This is an optimization exercise on Yosys and OpenROAD, whose aim is small area, not a production implementation. In this exercise RTL edits were held to simulation tests only and were not proved equivalent to the original. Power and IR drop assume default switching activity.

## fixed_slot_pool_allocator_top
module fixed_slot_pool_allocator_top (
	input  wire logic                            clk,
	input  wire logic                            arst_n,
	input  wire logic                            req_valid,
	output logic                                 req_stall,
	input  wire fspa_pkg::req_t                  req,
	output logic                                 rsp_valid,
	input  wire logic                            rsp_stall,
	output fspa_pkg::rsp_t                       rsp,
	input  wire logic                            cfg_valid,
	output logic                                 cfg_ready,
	input  wire logic [fspa_pkg::CFG_IDX_W-1:0]  cfg_index,
	input  wire logic [fspa_pkg::BASE_W-1:0]     cfg_data
);
Size in the first run: about 1900 cells after synthesis, roughly 550 flip-flops, ~140 I/O pins, ~0.026 sq mm of cells after synthesis.
export LEC_CHECK = 0
export CAP_MARGIN = 20
export CORE_MARGIN = 2
export CORE_UTILIZATION = 40
export SLEW_MARGIN = 20
create_clock -name core_clock -period 7.0 [get_ports {clk}]
standard.sh (not shown) runs the stock make flow with config.mk's settings and CLKGATE_MAP_FILE= SYNTH_SCRIPT=/design/flow/synth_recipe.tcl, a recipe that flattens the netlist after the stock synthesis.
==> flow/flow/run.sh <==
#!/bin/bash
# Layout flow: the standard flow (standard.sh, unchanged synthesis), with
#  - the port buffers made with the smallest buffer, buf_1;
#  - clock tree synthesis with clkbuf_8 only, clusters of up to 16 sinks
#    within 60 um, and no dummy loads.
# make's full output goes to flow_make.log in the work folder; each ORFS step
# also writes its own log under orfs/logs/.
set -euo pipefail
bash standard.sh finish \
	"BUFFER_PORTS_ARGS=-buffer_cell sky130_fd_sc_hd__buf_1" \
	"CTS_ARGS=-sink_clustering_enable -repair_clock_nets -dont_use_dummy_load -buf_list sky130_fd_sc_hd__clkbuf_8 -sink_clustering_size 16 -sink_clustering_max_diameter 60" \
	> flow_make.log 2>&1
Change:
==> flow/run.sh (new file) <==
#!/bin/bash
# synth_recipe.tcl (not shown) runs the flow's synth.tcl, then flattens the netlist and writes it again
# the make line also repeats each setting of config.mk as NAME=value (left out here)
make -C /OpenROAD-flow-scripts/flow DESIGN_CONFIG=/design/flow/config.mk WORK_HOME=/design/flow/orfs CLKGATE_MAP_FILE= SYNTH_SCRIPT=/design/flow/synth_recipe.tcl finish
removed: flow/flow/run.sh
removed: flow/standard.sh
=> Clock-buffer cell count went up by 31. Wire length climbs by 3.0%. Sequential share of layout area went down by 4.0 points. Design area went up by 7.6%. Maximum frequency went down by 1.5%. Utilization went up by 3.3 points. Via count grows by 1.6%. Die area does not change. Worst setup slack is worse by 0.10 ns.

---

== run 1 ==
fixed_slot_pool_allocator_top, a different RTL version from the one above (not shown whole).
For scale: roughly 1700 cells after synthesis, roughly 550 flip-flops, ~140 I/O pins, ~25000 um2 of cells after synthesis.
==> flow/design.v (excerpt) <==
module fixed_slot_pool_allocator_top (
	input  wire logic                            clk,
	input  wire logic                            arst_n,
	input  wire logic                            req_valid,
	output logic                                 req_stall,
	input  wire fspa_pkg::req_t                  req,
	output logic                                 rsp_valid,
	input  wire logic                            rsp_stall,
	output fspa_pkg::rsp_t                       rsp,
	input  wire logic                            cfg_valid,
	output logic                                 cfg_ready,
	input  wire logic [fspa_pkg::CFG_IDX_W-1:0]  cfg_index,
	input  wire logic [fspa_pkg::BASE_W-1:0]     cfg_data
);
export LEC_CHECK = 0
export CAP_MARGIN = 20
export CORE_MARGIN = 2
export CORE_UTILIZATION = 65
export SLEW_MARGIN = 20
create_clock -name core_clock -period 7.0 [get_ports {clk}]
==> flow/flow/run.sh <==
#!/bin/bash
# Layout flow: the standard flow (standard.sh, unchanged synthesis), with
#  - the port buffers made with the smallest buffer, buf_1;
#  - clock tree synthesis with clkbuf_8 only, clusters of up to 16 sinks
#    within 60 um, and no dummy loads;
#  - ORFS's power recovery after global routing (downsizes gates off the
#    critical paths).
# make's full output goes to flow_make.log in the work folder; each ORFS step
# also writes its own log under orfs/logs/.
set -euo pipefail
bash standard.sh finish \
	"BUFFER_PORTS_ARGS=-buffer_cell sky130_fd_sc_hd__buf_1" \
	"CTS_ARGS=-sink_clustering_enable -repair_clock_nets -dont_use_dummy_load -buf_list sky130_fd_sc_hd__clkbuf_8 -sink_clustering_size 16 -sink_clustering_max_diameter 60" \
	"RECOVER_POWER=100" \
	> flow_make.log 2>&1
Run 1 completed end to end; final checks failed (max-capacitance violations, max-slew violations).
Edits applied to the flow inputs when going from run 1 to run 2:
diff --git a/flow/flow/run.sh b/flow/flow/run.sh
--- a/flow/flow/run.sh
+++ b/flow/flow/run.sh
@@ -5,3 +5 @@
-#    within 60 um, and no dummy loads;
-#  - ORFS's power recovery after global routing (downsizes gates off the
-#    critical paths).
+#    within 60 um, and no dummy loads.
@@ -14 +11,0 @@
-	"RECOVER_POWER=100" \
- In summary, run 2 completed successfully, with a layout that passed the timing, design-rule and antenna checks.
- Between run 1 and run 2, the net switching power of the design figures differ only marginally.
- The setup slack reported for run 2 is smaller than that of run 1 by 0.018 ns.
- Delta (run 2 minus run 1): final area level, final critical path time including I/O delays and setup moved up, final hold slack level.
Inputs modified between run 2 and run 3:
diff --git a/flow/flow/run.sh b/flow/flow/run.sh
--- a/flow/flow/run.sh
+++ b/flow/flow/run.sh
@@ -4,2 +4,2 @@
-#  - clock tree synthesis with clkbuf_8 only, clusters of up to 16 sinks
-#    within 60 um, and no dummy loads.
+#  - clock tree synthesis with clkbuf_8 only, clusters of up to 18 sinks
+#    within 70 um, and no dummy loads.
@@ -11 +11 @@
-	"CTS_ARGS=-sink_clustering_enable -repair_clock_nets -dont_use_dummy_load -buf_list sky130_fd_sc_hd__clkbuf_8 -sink_clustering_size 16 -sink_clustering_max_diameter 60" \
+	"CTS_ARGS=-sink_clustering_enable -repair_clock_nets -dont_use_dummy_load -buf_list sky130_fd_sc_hd__clkbuf_8 -sink_clustering_size 18 -sink_clustering_max_diameter 70" \
==> results.txt <==
- Both conditions hold for run 3: the flow ran to the end and the final layout passed the timing, design-rule and antenna checks.
- Against run 2, run 3 comes in 0.28 points lower on area added between synthesis and finish.
- Summary of run 3 over run 2: sequential share of layout area went up, portion of total power attributed to combinational logic went up, worst hold margin did not really move.

static timing again, ports no longer ideal:
In the flow no input, the clock included, has a driving cell. The finished layouts below were timed again as built, in two steps. Step 1: set_driving_cell puts a clkbuf_16 on clk and a buf_2 on each other input, an assumption about the parent block. Step 2 times the ports against the registers' clock, not the clock port: input delays grow and output delays shrink by t, the midpoint of the rising clock arrivals with the driver on. Three values: no drivers, after step 1, after step 2; two values: the first two.
run | shift t [ns] | setup slack, ns | worst setup path at the end | pins driven straight from the clock port
the first run of note 1 | 0.683 | 0.469 / 0.469 / 0.469 | register to register | 1
the second run of note 1 | 0.674 | 0.369 / 0.369 / 0.369 | register to register | 1
run 1 | 0.680 | 0.445 / 0.445 / 0.445 | register to register | 1
run 2 | 0.685 | 0.427 / 0.427 / 0.427 | register to register | 1
run 3 | 0.664 | 0.428 / 0.428 / 0.428 | register to register | 1
